What follows belongs to an exercise in optimizing a design on an open flow for small area, a short achievable clock period and few clock cycles; a production flow would make more cautious choices. Where RTL was checked, it was by simulation tests only, not by an equivalence proof against the original. No activity file was given, so power comes from the tool's default toggle rates.

==> run a <==
## cpu_core
module cpu_core (
  input  logic               raw_clk,
  input  logic               button_reset,
  input  logic               prog_we,
  input  cpu6502_pkg::addr_t prog_addr,
  input  cpu6502_pkg::byte_t prog_data,
  output cpu6502_pkg::byte_t reg_a,
  output cpu6502_pkg::byte_t reg_x,
  output cpu6502_pkg::byte_t reg_y,
  output cpu6502_pkg::byte_t status,
  output logic               halted,
  output logic               fault
);
Settings: LEC_CHECK=0, ABC_CLOCK_PERIOD_IN_PS=3500, CAP_MARGIN=20, CELL_PAD_IN_SITES_DETAIL_PLACEMENT=0, CELL_PAD_IN_SITES_GLOBAL_PLACEMENT=0, CORE_MARGIN=2, CORE_UTILIZATION=55, CTS_CLUSTER_DIAMETER=60, CTS_CLUSTER_SIZE=40, PLACE_DENSITY=0.65, SETUP_SLACK_MARGIN=5.0, SLEW_MARGIN=20; clock period 8.0 ns.
run.sh (not shown) runs the stock make flow with config.mk's settings and CLKGATE_MAP_FILE= SYNTH_SCRIPT=/design/flow/synth_recipe.tcl, a recipe that flattens the netlist after the stock synthesis.
==> inputs of run b, as changes to run a <==
--- a/flow/design.v
+++ b/flow/design.v
@@ -1,13 +1,13 @@
 package cpu6502_pkg;
   typedef logic [7:0] byte_t;
   typedef logic [7:0] addr_t;
   localparam int MEM_BYTES = 256;
-  localparam int SB_SLOTS = 14;
+  localparam int SB_SLOTS = 12;
   localparam int FLAG_N = 7;
   localparam int FLAG_V = 6;
   localparam int FLAG_B = 4;
   localparam int FLAG_Z = 1;
   localparam int FLAG_C = 0;
   localparam logic [4:0] K_ORA = 5'd0;
   localparam logic [4:0] K_AND = 5'd1;
   localparam logic [4:0] K_EOR = 5'd2;
@@ -33,42 +33,37 @@
 `timescale 1ns/10ps
 module program_rom (
   input  logic               raw_clk,
   input  logic [15:0]        whi_n,
   input  logic [15:0]        wlo_n,
   input  cpu6502_pkg::byte_t wd,
   input  logic [15:0]        rhi,
   input  logic [63:0]        rlo,
-  output cpu6502_pkg::byte_t rd0,
-  output cpu6502_pkg::byte_t rd1
+  output cpu6502_pkg::byte_t rd
 );
   logic [8*cpu6502_pkg::MEM_BYTES-1:0] mem;
   for (genvar i = 0; i < cpu6502_pkg::MEM_BYTES; i++)
   begin : g_byte
     always_ff @(posedge raw_clk)
     begin
       if (!(whi_n[i / 16] || wlo_n[i % 16]))
         mem[8*i +: 8] <= wd;
     end
   end
   always_comb
   begin
     cpu6502_pkg::byte_t row;
-    rd0 = '0;
-    rd1 = '0;
+    rd = '0;
     for (int h = 0; h < 16; h++)
     begin
       row = '0;
       for (int l = 0; l < 16; l++)
         row = row | (mem[8*(16*h+l) +: 8] & {8{rlo[16*(h/4)+l]}});
-      if (h < 8)
-        rd0 = rd0 | (row & {8{rhi[h]}});
-      else
-        rd1 = rd1 | (row & {8{rhi[h]}});
+      rd = rd | (row & {8{rhi[h]}});
     end
   end
 endmodule
 `timescale 1ns/10ps
 module fetch_decode (
   input  cpu6502_pkg::byte_t op,
   output logic [4:0]         kind,
   output logic               two_byte,
@@ -203,17 +198,17 @@
     begin
       drain_addr = drain_addr | (sa[i] & {8{drain_oh[i]}});
       drain_data = drain_data | (sd[i] & {8{drain_oh[i]}});
     end
   end
   always_ff @(posedge raw_clk)
   begin
     for (int i = 0; i < K; i++)
-      mq[i] <= (sa[i] == ld) || (sa_en && alloc_oh[i] && (la == ld));
+      mq[i] <= (sa[i] == ld) || (alloc_en && alloc_oh[i] && (la == ld));
   end
   always_ff @(posedge raw_clk)
   begin
     for (int i = 0; i < K; i++)
     begin
       if (sa_en && alloc_oh[i])
         sa[i] <= la;
       if (alloc_en && alloc_oh[i])
@@ -260,17 +255,16 @@
   output cpu6502_pkg::byte_t status,
   output logic               halted,
   output logic               fault
 );
   localparam int K = cpu6502_pkg::SB_SLOTS;
   logic               rs_q;
   logic               wz_q;
   logic [8:0]         hw;
-  logic               f_inc;
   logic               spec_live;
   logic               restart;
   logic               inorder;
   logic               bad;
   logic               flush;
   logic               w_zero;
   cpu6502_pkg::addr_t fpc;
   logic [15:0]        fpc_hi;
@@ -300,31 +294,28 @@
   logic               r_brk;
   logic               r_ill;
   cpu6502_pkg::addr_t r_addr;
   logic [15:0]        r_hi;
   logic [63:0]        r_lo;
   logic               e_valid;
   cpu6502_pkg::addr_t e_addr;
   cpu6502_pkg::byte_t m_q;
-  cpu6502_pkg::byte_t m_alt;
-  logic               m_selz;
-  cpu6502_pkg::byte_t zh0, zh1;
   logic               e_spec;
   logic [K-1:0]       e_tgt;
   logic [K-1:0]       e_inv_m;
   logic               e_sta;
   logic               e_direct;
   cpu6502_pkg::byte_t ra, rx, ry;
   logic               fn, fv, fb, fz, fc;
   logic               halted_i, fault_i;
   logic               pw_v;
   cpu6502_pkg::addr_t pw_a;
   cpu6502_pkg::byte_t pw_d;
-  cpu6502_pkg::byte_t zp_rd0, zp_rd1;
+  cpu6502_pkg::byte_t zp_rd;
   cpu6502_pkg::byte_t zp_val;
   logic [K-1:0]       m_spec;
   logic [K-1:0]       m_comm;
   logic               sb_hit;
   cpu6502_pkg::byte_t sb_data;
   logic [K-1:0]       alloc_oh;
   logic               free_any;
   logic               alloc_en;
@@ -361,17 +352,16 @@
   logic               d_stop_e;
   assign direct  = restart ? w_zero :
                    (!bv && w_rst && spec_live && inorder && (w_addr == fpc));
   assign avail   = !w_rst ||
                    (spec_live && (({1'b0, fpc} < hw) || (inorder && (w_addr == fpc))));
   assign byte_f  = (w_en && (w_addr == fpc)) ? w_data : prd;
   logic               bv_n;
   logic               dub_q;
-  assign f_inc = bv ? (consume && avail) : (direct || avail);
   always_comb
   begin
     bv_n = bv;
     if (flush)
       bv_n = 1'b0;
     else if (bv)
     begin
       if (consume)
@@ -389,17 +379,17 @@
     rs_q  <= rs_n;
     wz_q  <= wz_n;
     if (flush)
     begin
       fpc    <= {7'd0, restart && w_zero};
       fpc_hi <= 16'd1;
       fpc_lo <= {62'd0, restart && w_zero, !(restart && w_zero)};
     end
-    else if (f_inc)
+    else if (bv ? (consume && avail) : (direct || avail))
     begin
       bq     <= byte_f;
       fpc    <= fpc + 8'd1;
       if (lo_end && q_end)
         fpc_lo <= {fpc_lo[62:0], fpc_lo[63]};
       else
         for (int q = 0; q < 4; q++)
           fpc_lo[16*q +: 16] <= {fpc_lo[16*q +: 15], fpc_lo[16*q+15]};
@@ -419,17 +409,17 @@
   fetch_decode dec (
     .op       (d_byte),
     .kind     (dk_kind),
     .two_byte (dk_two),
     .zp       (dk_zp),
     .brk      (dk_brk),
     .illegal  (dk_ill)
   );
-  assign d_stall = d_arg_e && d_sta && w_rst && !free_any && !(drain_ok && drain_v);
+  assign d_stall = d_arg_e && d_sta && w_rst && !free_any;
   assign consume = d_valid && !d_stop_e && !d_stall;
   always_ff @(posedge raw_clk)
   begin
     if (bad)
     begin
       d_arg   <= 1'b0;
       d_stop  <= 1'b0;
       r_valid <= 1'b0;
@@ -484,18 +474,18 @@
   end
   logic               pw_hit;
   logic               sel_sb, sel_pw, sel_zp, sel_imm;
   assign pw_hit   = pw_v && (pw_a == r_addr);
   assign sel_sb   = r_zp && sb_hit;
   assign sel_pw   = r_zp && !sb_hit && pw_hit;
   assign sel_zp   = r_zp && !sb_hit && !pw_hit;
   assign sel_imm  = !r_zp;
-  assign zp_val   = (sb_data & {8{sel_sb}}) | (pw_d & {8{sel_pw}}) |
-                    (r_addr & {8{sel_imm}});
+  assign zp_val   = (zp_rd & {8{sel_zp}}) | (sb_data & {8{sel_sb}}) |
+                    (pw_d & {8{sel_pw}}) | (r_addr & {8{sel_imm}});
   assign alloc_en = r_valid && r_sta && w_rst && !(|m_spec) && !flush;
   logic e_ora, e_and, e_eor, e_lda, e_add, e_cmp, e_inv, e_ldx, e_ldy;
   logic e_tax, e_tay, e_txa, e_tya, e_inx, e_iny, e_dex, e_dey, e_clc, e_sec;
   logic e_wa, e_wx, e_wy, e_wc, e_wnz;
   always_ff @(posedge raw_clk)
   begin
     logic v;
     v = r_valid && !flush;
@@ -528,20 +518,17 @@
     e_wy    <= v && ((r_kind == cpu6502_pkg::K_LDY) || (r_kind == cpu6502_pkg::K_TAY) ||
                      (r_kind == cpu6502_pkg::K_INY) || (r_kind == cpu6502_pkg::K_DEY));
     e_wc    <= v && ((r_kind == cpu6502_pkg::K_ADC) || (r_kind == cpu6502_pkg::K_SBC) ||
                      (r_kind == cpu6502_pkg::K_CMP) || (r_kind == cpu6502_pkg::K_CLC) ||
                      (r_kind == cpu6502_pkg::K_SEC));
     e_wnz   <= v && (r_kind != cpu6502_pkg::K_STA) && (r_kind != cpu6502_pkg::K_CLC) &&
                     (r_kind != cpu6502_pkg::K_SEC) && (r_kind != cpu6502_pkg::K_NOP);
     e_addr  <= r_addr;
-    m_alt   <= zp_val;
-    m_selz  <= sel_zp;
-    zh0     <= zp_rd0;
-    zh1     <= zp_rd1;
+    m_q     <= zp_val;
     e_spec  <= w_rst;
     e_tgt   <= (|m_spec) ? m_spec : alloc_oh;
     e_inv_m <= m_spec | m_comm;
   end
   logic               pw_n;
   cpu6502_pkg::addr_t pw_an;
   logic [15:0]        pw_hi_n;
   logic [15:0]        pw_lo_n;
@@ -562,18 +549,17 @@
   end
   program_rom zp (
     .raw_clk (raw_clk),
     .whi_n   (pw_hi_n),
     .wlo_n   (pw_lo_n),
     .wd      (pw_d),
     .rhi     (r_hi),
     .rlo     (r_lo),
-    .rd0     (zp_rd0),
-    .rd1     (zp_rd1)
+    .rd      (zp_rd)
   );
   op_queue #(.K(K)) sb (
     .raw_clk    (raw_clk),
     .drop       (flush),
     .commit     (!w_rst),
     .ld         (d_byte),
     .la         (r_addr),
     .m_spec     (m_spec),
@@ -594,17 +580,16 @@
   );
   cpu6502_pkg::byte_t m_alu;
   logic               cin;
   logic [8:0]         sum;
   cpu6502_pkg::byte_t x_inc, x_dec, y_inc, y_dec;
   cpu6502_pkg::byte_t a_res, x_res, y_res;
   logic               sum_zero;
   logic               c_res, v_res, n_res, z_res;
-  assign m_q = ((zh0 | zh1) & {8{m_selz}}) | (m_alt & {8{!m_selz}});
   always_comb
   begin
     m_alu = e_inv ? ~m_q : m_q;
     cin   = e_cmp || fc;
     sum   = {1'b0, ra} + {1'b0, m_alu} + {8'd0, cin};
     sum_zero = ((ra ^ m_alu) == {ra[6:0] | m_alu[6:0], cin});
     x_inc = rx + 8'd1;
     x_dec = rx - 8'd1;
@@ -707,49 +692,43 @@
   output logic               fault
 );
   logic               w_en;
   logic               w_rst;
   logic               rs_n;
   logic               wz_n;
   cpu6502_pkg::addr_t w_addr;
   cpu6502_pkg::byte_t w_data;
-  cpu6502_pkg::byte_t w_wd;
   logic [15:0]        w_hi_n;
   logic [15:0]        w_lo_n;
   logic [15:0]        fpc_hi;
   logic [63:0]        fpc_lo;
   cpu6502_pkg::byte_t prd;
-  cpu6502_pkg::byte_t prd0, prd1;
   always_ff @(posedge raw_clk)
   begin
     w_en    <= prog_we;
     w_addr  <= prog_addr;
     w_data  <= prog_data;
-    if (prog_we)
-      w_wd <= prog_data;
     w_rst   <= !button_reset;
     for (int i = 0; i < 16; i++)
     begin
       w_hi_n[i] <= !(prog_we && (prog_addr[7:4] == i));
       w_lo_n[i] <= !(prog_addr[3:0] == i);
     end
   end
   assign wz_n = prog_we && (prog_addr == 8'h00);
   assign rs_n = !button_reset && (!w_rst || wz_n);
-  assign prd = prd0 | prd1;
   program_rom rom (
     .raw_clk (raw_clk),
     .whi_n   (w_hi_n),
     .wlo_n   (w_lo_n),
-    .wd      (w_wd),
+    .wd      (w_data),
     .rhi     (fpc_hi),
     .rlo     (fpc_lo),
-    .rd0     (prd0),
-    .rd1     (prd1)
+    .rd      (prd)
   );
   execute_unit core (
     .raw_clk  (raw_clk),
     .w_en     (w_en),
     .w_rst    (w_rst),
     .rs_n     (rs_n),
     .wz_n     (wz_n),
     .w_addr   (w_addr),
Settings changed: CELL_PAD_IN_SITES_DETAIL_PLACEMENT 0 to 1, CELL_PAD_IN_SITES_GLOBAL_PLACEMENT 0 to 2, SETUP_SLACK_MARGIN 5.0 to 4.5.
==> inputs of run c, as changes to run a <==
--- a/flow/design.v
+++ b/flow/design.v
@@ -1,13 +1,13 @@
 package cpu6502_pkg;
   typedef logic [7:0] byte_t;
   typedef logic [7:0] addr_t;
   localparam int MEM_BYTES = 256;
-  localparam int SB_SLOTS = 14;
+  localparam int SB_SLOTS = 12;
   localparam int FLAG_N = 7;
   localparam int FLAG_V = 6;
   localparam int FLAG_B = 4;
   localparam int FLAG_Z = 1;
   localparam int FLAG_C = 0;
   localparam logic [4:0] K_ORA = 5'd0;
   localparam logic [4:0] K_AND = 5'd1;
   localparam logic [4:0] K_EOR = 5'd2;
Settings changed: GPL_ROUTABILITY_DRIVEN set to 0.
==> run summary <==
Worst EP required=8.59 ns; multi-input gate area in the final layout=35,300 sq um; Hold Path End=core.r_zp$_DFF_P_; status=finished clean; critical path's top delay family=compound AO/OA/AOI/OAI gates; Layout Skew=0.125 ns; Initial Utilization=0.554; Net Sw Power=11.9 mW; Crit Path Class=flop to flop; clock buffers=approximately 330
Source of the figures above: run c

==> run summary <==
status=finished clean; Worst EP required=8.75 ns; multi-input gate area in the final layout=34,700 sq um; Clock Sinks=approximately 4.8k; Net Sw Power=12.2 mW; Hold Path End=core.halted_i$_DFF_P_; critical path's top delay family=compound AO/OA/AOI/OAI gates; Layout Skew=0.0788 ns; clock buffers=356; Crit Path Class=flop to flop; Die H=570 microns; All-Layer GR Usage=0.370; Placed Cells incl. Taps=14.3k; Initial Utilization=0.553; Hold Path Cell Cnt=2; hold path start=core.halted_i$_DFF_P_
Source of the figures above: run b

==> run summary <==
status=finished clean; Layout Skew=~0.063 ns; Crit Path Class=flop to output port; clock buffers=325; multi-input gate area in the final layout=36,200 sq um; critical path's top delay family=flip-flops; routed vias=~110k; Worst EP required=6.40 ns; Net Sw Power=11.2 mW; Hold Path End=core.fault_i$_DFF_P_
Source of the figures above: run a

Testbench counts of run c, summed over its fixed seeds: cycles 27,525.
The RTL of run a and run b was laid out without a check of its function.

==> re-timing with driven ports <==
The results above use ideal ports. As a check the final layouts listed here were re-extracted and re-timed, cells and wires unchanged.
Step 1, drivers: a clkbuf_16 drives raw_clk and a buf_2 each remaining input, both assumed.
Step 2 moves the port delays by t, midway between the first and last clock arrival at a register: inputs arrive t later, outputs are due t later. That takes back most of the time a late clock gives input paths.
Slacks: no drivers / after step 1 / after step 2; pairs: no drivers / after step 1.
| run | t, ns | setup slack, ns | slew at the worst register clock pin (ns) | cell pins on the clock port's net |
|---|---|---|---|---|
| run a | 1.048 | 4.874 / 4.770 / 4.151 | 0.12 / 0.12 | 1 |
| run b | 1.046 | 4.415 / 4.415 / 3.609 | 0.11 / 0.11 | 1 |
| run c | 1.051 | 4.916 / 4.860 / 4.113 | 0.12 / 0.12 | 1 |
After both steps every run listed still meets setup and hold. The setup slack of run b, which loses most, moves by 0.000 ns with the drivers and by -0.806 ns with both steps.
